What follows belongs to an exercise in optimizing a design on an open flow for small area; a production flow would make more cautious choices.
Only simulation tests tie the RTL to the original design; equivalence was not proved.
No activity file was given, so power comes from the tool's default toggle rates.

### run.sh
#!/bin/bash
# synth_recipe.tcl (not shown) runs the flow's synth.tcl, then flattens the netlist and writes it again
# the make line also repeats each setting of config.mk as NAME=value (left out here)
make -C /OpenROAD-flow-scripts/flow DESIGN_CONFIG=/design/flow/config.mk WORK_HOME=/design/flow/orfs CLKGATE_MAP_FILE= SYNTH_SCRIPT=/design/flow/synth_recipe.tcl finish
### config.mk
export PLATFORM = sky130hd
export DESIGN_NAME = apb_slave_mem
export DESIGN_NICKNAME = apb_slave_mem
export VERILOG_FILES = /design/flow/design.v
export SDC_FILE = /design/flow/constraint.sdc
export NUM_CORES = 4
export LEC_CHECK = 0
export CAP_MARGIN = 20
export CORE_MARGIN = 2
export CORE_UTILIZATION = 40
export SLEW_MARGIN = 20
### constraint.sdc
create_clock -name core_clock -period 10.0 [get_ports {pclk}]
set_input_delay 2.0000 -clock core_clock [delete_from_list [all_inputs] [get_ports {pclk}]]
set_output_delay 2.0000 -clock core_clock [all_outputs]
set_load 0.01 [all_outputs]
### design.v
package apb_global_pkg;
  localparam int unsigned ADDRESS_WIDTH   = 32;
  localparam int unsigned DATA_WIDTH      = 32;
  localparam int unsigned STRB_WIDTH      = DATA_WIDTH / 8;
  localparam int unsigned MAX_WAIT_STATES = 15;
  typedef enum logic [1:0] {
    IDLE   = 2'd0,
    SETUP  = 2'd1,
    ACCESS = 2'd2
  } apb_fsm_state_e;
  typedef enum logic {
    SLV_OKAY  = 1'b0,
    SLV_ERROR = 1'b1
  } slave_error_e;
  typedef enum logic {
    TX_READ  = 1'b0,
    TX_WRITE = 1'b1
  } tx_type_e;
  typedef enum logic [2:0] {
    PROT_NORMAL_SECURE_DATA       = 3'b000,
    PROT_PRIV_SECURE_DATA         = 3'b001,
    PROT_NORMAL_NONSECURE_DATA    = 3'b010,
    PROT_PRIV_NONSECURE_DATA      = 3'b011,
    PROT_NORMAL_SECURE_INSTR      = 3'b100,
    PROT_PRIV_SECURE_INSTR        = 3'b101,
    PROT_NORMAL_NONSECURE_INSTR   = 3'b110,
    PROT_PRIV_NONSECURE_INSTR     = 3'b111
  } protection_type_e;
endpackage
package apb_slave_mem_pkg;
  localparam int unsigned WAIT_W = 4;
  function automatic int unsigned mem_idx_width(input int unsigned depth);
    mem_idx_width = (depth > 1) ? $clog2(depth) : 1;
  endfunction
endpackage
module apb_slave_mem_array #(
  parameter int unsigned DATA_WIDTH = 32,
  parameter int unsigned MEM_DEPTH  = 64,
  parameter int unsigned IDX_W      = 6
) (
  input  logic                    clk,
  input  logic                    rst_n,
  input  logic                    i_we,
  input  logic [IDX_W-1:0]        i_widx,
  input  logic [DATA_WIDTH-1:0]   i_wdata,
  input  logic [DATA_WIDTH/8-1:0] i_strb,
  input  logic [IDX_W-1:0]        i_ridx,
  output logic [DATA_WIDTH-1:0]   o_rdata_c
);
  localparam int unsigned SW = DATA_WIDTH / 8;
  logic [DATA_WIDTH-1:0] r_mem [MEM_DEPTH];
  always_ff @(posedge clk) begin
    if (!rst_n) begin
      for (int i = 0; i < MEM_DEPTH; i++) r_mem[i] <= '0;
    end else if (i_we) begin
      for (int b = 0; b < SW; b++) begin
        if (i_strb[b]) r_mem[i_widx][8*b +: 8] <= i_wdata[8*b +: 8];
      end
    end
  end
  assign o_rdata_c = r_mem[i_ridx];
endmodule
module apb_slave_mem #(
  parameter int unsigned               ADDRESS_WIDTH = apb_global_pkg::ADDRESS_WIDTH,
  parameter int unsigned               DATA_WIDTH    = apb_global_pkg::DATA_WIDTH,
  parameter int unsigned               MEM_DEPTH     = 64,
  parameter logic [ADDRESS_WIDTH-1:0]  BASE_ADDR     = '0
) (
  input  logic                           pclk,
  input  logic                           preset_n,
  input  logic [apb_slave_mem_pkg::WAIT_W-1:0] cfg_wait_states,
  input  logic                           psel,
  input  logic                           penable,
  input  logic                           pwrite,
  input  logic [ADDRESS_WIDTH-1:0]       paddr,
  input  logic [DATA_WIDTH-1:0]          pwdata,
  input  logic [DATA_WIDTH/8-1:0]        pstrb,
  input  logic [2:0]                     pprot,
  output logic                           pready,
  output logic [DATA_WIDTH-1:0]          prdata,
  output logic                           pslverr
);
  localparam int unsigned SW    = DATA_WIDTH / 8;
  localparam int unsigned IDX_W = apb_slave_mem_pkg::mem_idx_width(MEM_DEPTH);
  localparam logic [ADDRESS_WIDTH-1:0] SPAN = ADDRESS_WIDTH'(MEM_DEPTH * SW);
  apb_global_pkg::apb_fsm_state_e          r_state, w_state_nxt, w_phase;
  logic                    r_pready, w_pready_nxt;
  logic [DATA_WIDTH-1:0]   r_prdata, w_prdata_nxt;
  logic                    r_pslverr, w_pslverr_nxt;
  logic [apb_slave_mem_pkg::WAIT_W-1:0]       r_wait, w_wait_nxt;
  apb_global_pkg::tx_type_e                r_tx, w_tx_nxt;
  apb_global_pkg::slave_error_e            r_err, w_err_nxt;
  logic [IDX_W-1:0]        r_idx, w_idx_nxt;
  logic [DATA_WIDTH-1:0]   r_wdata, w_wdata_nxt;
  logic [SW-1:0]           r_strb, w_strb_nxt;
  logic [ADDRESS_WIDTH-1:0] w_offset;
  logic [IDX_W-1:0]         w_addr_idx;
  apb_global_pkg::slave_error_e             w_addr_err;
  logic                     w_we;
  logic [IDX_W-1:0]         w_rd_idx;
  logic [DATA_WIDTH-1:0]    w_rd_word;
  always_comb begin
    w_offset   = paddr - BASE_ADDR;
    w_addr_idx = IDX_W'(w_offset / ADDRESS_WIDTH'(SW));
    w_addr_err = apb_global_pkg::SLV_OKAY;
    if ((paddr < BASE_ADDR) || (w_offset >= SPAN) ||
        ((paddr % ADDRESS_WIDTH'(SW)) != '0))
      w_addr_err = apb_global_pkg::SLV_ERROR;
    if (pwrite && pprot[1] && (w_addr_idx >= IDX_W'(MEM_DEPTH / 2)))
      w_addr_err = apb_global_pkg::SLV_ERROR;
  end
  always_comb begin
    w_phase       = apb_global_pkg::IDLE;
    w_state_nxt   = apb_global_pkg::IDLE;
    w_pready_nxt  = 1'b0;
    w_prdata_nxt  = '0;
    w_pslverr_nxt = 1'b0;
    w_wait_nxt    = r_wait;
    w_tx_nxt      = r_tx;
    w_err_nxt     = r_err;
    w_idx_nxt     = r_idx;
    w_wdata_nxt   = r_wdata;
    w_strb_nxt    = r_strb;
    w_we          = 1'b0;
    if (psel && !penable)            w_phase = apb_global_pkg::SETUP;
    else if ((r_state == apb_global_pkg::ACCESS) && psel) w_phase = apb_global_pkg::ACCESS;
    w_rd_idx = (w_phase == apb_global_pkg::SETUP) ? w_addr_idx : r_idx;
    case (w_phase)
      apb_global_pkg::SETUP: begin
        w_state_nxt = apb_global_pkg::ACCESS;
        w_tx_nxt    = apb_global_pkg::tx_type_e'(pwrite);
        w_err_nxt   = w_addr_err;
        w_idx_nxt   = w_addr_idx;
        w_wdata_nxt = pwdata;
        w_strb_nxt  = pstrb;
        if (cfg_wait_states == '0) begin
          w_pready_nxt  = 1'b1;
          w_pslverr_nxt = (w_addr_err == apb_global_pkg::SLV_ERROR);
          if (!pwrite && (w_addr_err == apb_global_pkg::SLV_OKAY)) w_prdata_nxt = w_rd_word;
        end else begin
          w_wait_nxt = cfg_wait_states - apb_slave_mem_pkg::WAIT_W'(1);
        end
      end
      apb_global_pkg::ACCESS: begin
        w_state_nxt = apb_global_pkg::ACCESS;
        if (r_pready) begin
          w_state_nxt = apb_global_pkg::IDLE;
          w_we        = (r_tx == apb_global_pkg::TX_WRITE) && (r_err == apb_global_pkg::SLV_OKAY);
        end else if (r_wait == '0) begin
          w_pready_nxt  = 1'b1;
          w_pslverr_nxt = (r_err == apb_global_pkg::SLV_ERROR);
          if ((r_tx == apb_global_pkg::TX_READ) && (r_err == apb_global_pkg::SLV_OKAY)) w_prdata_nxt = w_rd_word;
        end else begin
          w_wait_nxt = r_wait - apb_slave_mem_pkg::WAIT_W'(1);
        end
      end
      default: ;
    endcase
  end
  always_ff @(posedge pclk) begin
    if (!preset_n) begin
      r_state   <= apb_global_pkg::IDLE;
      r_pready  <= 1'b0;
      r_prdata  <= '0;
      r_pslverr <= 1'b0;
      r_wait    <= '0;
      r_tx      <= apb_global_pkg::TX_READ;
      r_err     <= apb_global_pkg::SLV_OKAY;
      r_idx     <= '0;
      r_wdata   <= '0;
      r_strb    <= '0;
    end else begin
      r_state   <= w_state_nxt;
      r_pready  <= w_pready_nxt;
      r_prdata  <= w_prdata_nxt;
      r_pslverr <= w_pslverr_nxt;
      r_wait    <= w_wait_nxt;
      r_tx      <= w_tx_nxt;
      r_err     <= w_err_nxt;
      r_idx     <= w_idx_nxt;
      r_wdata   <= w_wdata_nxt;
      r_strb    <= w_strb_nxt;
    end
  end
  apb_slave_mem_array #(
    .DATA_WIDTH (DATA_WIDTH),
    .MEM_DEPTH  (MEM_DEPTH),
    .IDX_W      (IDX_W)
  ) u_array (
    .clk       (pclk),
    .rst_n     (preset_n),
    .i_we      (w_we),
    .i_widx    (r_idx),
    .i_wdata   (r_wdata),
    .i_strb    (r_strb),
    .i_ridx    (w_rd_idx),
    .o_rdata_c (w_rd_word)
  );
  assign pready  = r_pready;
  assign prdata  = r_prdata;
  assign pslverr = r_pslverr;
endmodule
==> flow_summary.ini <==
[sta]
final.setup.tns_ns = 0
hold_viol = 0
drv_slew = 0
slew_headroom_pct = 17.9
min_period_ns = 6.40
timing.final.crit_share_pct = 64.0
worst_pin_slew_ns = 1.23
timing.fmax_mhz = 156
clock_skew_ns = 0.0350
setup_viol_count_final = 0
rsz0062_at_grt = false

[clock_network]
cts.clk_slew.worst_paths_ns = 0.06
clockBufferDepth = 3
cts_tree = built
cts.sinks = 2131
h-tree-depth = 4
clock_latency_ns = 0.89
cts_hold_buf = 0
clk_root_buffer_cell = clkbuf_16
cts_buffers = 221
cts_setup_buffers = 0
cts_resized = 0

[power_and_ir_drop]
swShare_pct = 24.2
combPwrFrac_pct = 7.4
leakage_uw = 0.0386
ir_drop_mv = 0.197
p_int_uw = 14900
power_frac_clock_pct = 40.8
total_power_uw = 19700
power_density_mw_per_mm2 = 179
p_sw_uw = 4760
seqPwrFrac_pct = 51.8

[worst_setup_path]
crit_path_max_fanout = 52
cp-start-kind = input port
required_ns = 10.82
reg2regPathDepth = 5
reg2reg_from = r_state[1]
crit_type = in2reg
r2r_setup_slack_ns = 5.64
cp-end-kind = flop
r2r_end = u_array.r_mem[19][12]
critPathArrivalTime_ns = 7.21

[grt]
track_usage_pct = 24.0
grt_pass1_wl_um = 441000
grt_max_degree = 171
grt-ovfl-total = 0
grt_pass1_vias = 63500
antenna_found_initial = 19

[finish]
final_cells = 11600
syn_to_final_growth_pct = 10.9
drive_gt1_share_pct = 7.78
fin_area_mm2 = 0.110
post-route-util_pct = 44.7
seq_area_mm2 = 0.0632
fill_cells = 22300
multiInputGateArea_mm2 = 0.0333
final_net_count = 8214

[yosys]
postSynthCellCount = 8302
yosys.area_share.adder_pct = 0.0126
async_flop_share_pct = 0
synth_nets = 8383
synth-compound-area-share_pct = 5.01
synthTopCellsByArea = edfxtp_1 (62%), and2_1 (13%), nand2_1 (4.9%)
synth_xor_xnor_area_share_pct = 0
synth_area_leader_cell = edfxtp_1
yosys.cell_types.count = 67
synth_edf_count = 2048
synthFlopType = edfxtp_1
synth_simple_gate_area_share_pct = 22.9
yosysWarningCount = 2
seq_area_frac_synth_pct = 63.7
synthesis.area_mm2 = 0.0992
synthMuxAreaShare_pct = 5.43
synth_top_area_share_pct = 62.0
synth_top_family_by_area = simple AND/OR/NAND/NOR gates
avgSynthCellArea_um2 = 11.9
ys_seq_elements = 2131

[floorplanning]
start_util_pct = 40.3
core_area_mm2 = 0.246
num_io_pins = 114
dieWidth_um = 502
die_h_um = 502
die_area_mm2 = 0.252
core.rowCount = 182

[drt]
highest_layer = met5
viasPerCell = 5.64
drc_errors = 0
wirelength_um = 308000
drt-pass1-iter-count = 6
wl_per_cell_um = 26.5
wl_met1_um = 123000
first_iter_violations = 8128
wl_met3_um = 25600
route.met2.wl_um = 143000
num_vias = 65600
ant_nets = 0

[place]
dp_hpwl_um = 193000
postPlaceCellArea_mm2 = 0.103
dp.cells = 11200
numPortBuffers = 111
gp_congestion = 0.856

[hold_path]
min_to = r_wait[3]
hp-start = r_wait[3]
min_path_type = reg2reg
min_path_cells = 2

[run_status]
outcome = timing/DRC/antenna clean

[run]
maxCapViolations = 0
-- kinds of logic after synthesis --
family	Yosys count
and+or+nand+nor	4362
DFF	2131
AOI/OAI and AO/OA	753
buffers and inverters	674
muxes	381
adders and majority gates	1
-- critical path: stages --
cell	delay, ns
clkdlybuf4s50_1	0.90
and3b_1	0.91
a21o_4	0.83
buf_12	0.42
mux2i_1	0.13
a221oi_1	1.04
nand3_1	0.31
nand3_1	0.39
a32o_1	0.19
-- stage by stage --
stage,hold WS (ns),setup WS [ns]
floorplan,0.444,5.77
global placement,0.471,3.03
detailed placement,0.480,2.94
CTS,0.485,3.89
global route,0.513,3.62
finish,0.483,3.60
-- synthesized netlist by cell type (all sizes together) (39+ instances only) --
cell type  instances
a221oi            46
o21ai            296
nor2             300
clkbuf           441
mux4             122
dfxtp             83
and2            2054
buf              208
mux2i            252
a211oi            44
a31oi            117
nor4              39
nand4             66
a21oi             53
nand3            541
edfxtp          2048
nand2           1300
-- worst max path at each step --
stage / slack [ns] / startpoint / end / depth (start not counted)
after floorplan: 5.77 / preset_n / u_array.r_mem[33][24] / 8
after global placement: 3.03 / paddr[2] / r_prdata[30] / 9
after detailed placement: 2.94 / paddr[2] / r_prdata[30] / 9
after CTS: 3.89 / paddr[2] / r_prdata[30] / 9
after global routing: 3.62 / penable / r_prdata[30] / 11
final: 3.60 / paddr[2] / r_prdata[30] / 9
-- metal layers --
metal	up-vias	GRT usage (%)
met5	-	0
li1	29100	-
met4	8	11.7
met3	592	4.44
met1	32900	31.6
met2	2940	38.1
-- flip-flops by register name, summed over array words and instances (netlist names) --
| register | cells |
|---|---|
| r_pready | 1 |
| r_state | 1 |
| r_tx | 1 |
| r_wait | 4 |
| r_pslverr | 1 |
| r_prdata | 32 |
| u_array.r_mem | 2048 |
| r_strb | 4 |
| r_err | 1 |
| r_wdata | 32 |
| r_idx | 6 |
-- power groups by stage --
stage / Sequential, uW / Clock (uW) / Combinational (uW)
final: 10200 / 8040 / 1460
after global routing: 10200 / 8460 / 1530
after CTS: 10200 / 8110 / 1440
after detailed placement: 10400 / 0 / 1440
after global placement: 10400 / 0 / 1420
after floorplan: 10300 / 0 / 904
-- cell usage in the layout (no fill, tap or decap), types with 66 or more instances in the layout --
master / count
and2_1: 2054
edfxtp_1: 2048
nand2_1: 1295
nand3_1: 540
nor2_1: 295
mux2i_1: 248
clkbuf_16: 225
o21ai_1: 210
buf_4: 120
mux4_2: 119
a31oi_1: 113
clkdlybuf4s50_1: 110
o21ai_0: 85
nand4_1: 66
-- cell type report --
type                    count  area share, %
flip-flops and latches   2131           57.5
multi-input cells        5497           30.2
repair buffers            257           2.13
diodes                      5         0.0114
clock inverters            98          0.710
well taps                3312           3.77
inverters                  25         0.0853
clock buffers             309           5.60

-- re-timing with driven ports --
No port has a modelled driver above. Below, the same layout with a new extraction and two added sets of constraints. Step 1 assumes that a clkbuf_16 drives the clock port and a buf_2 every other input. Step 2 adds t to the input delays and takes it off the output delays; t is the mean of the earliest and latest rising clock arrival at the registers after step 1. Input paths then give back, and output paths get back, about the clock's delay inside the block. Three values: ideal ports, drivers, drivers and shift; two values: the first two.
t (ns): 0.962
setup WS [ns]: 3.605 / 3.580 / 2.618
worst setup path at the end: input to register
worst slew at a driven data input, ns: 0.14
After both steps this run still meets setup and hold. For this run, drivers alone change the setup slack by -0.025 ns; drivers and shift together by -0.987 ns.
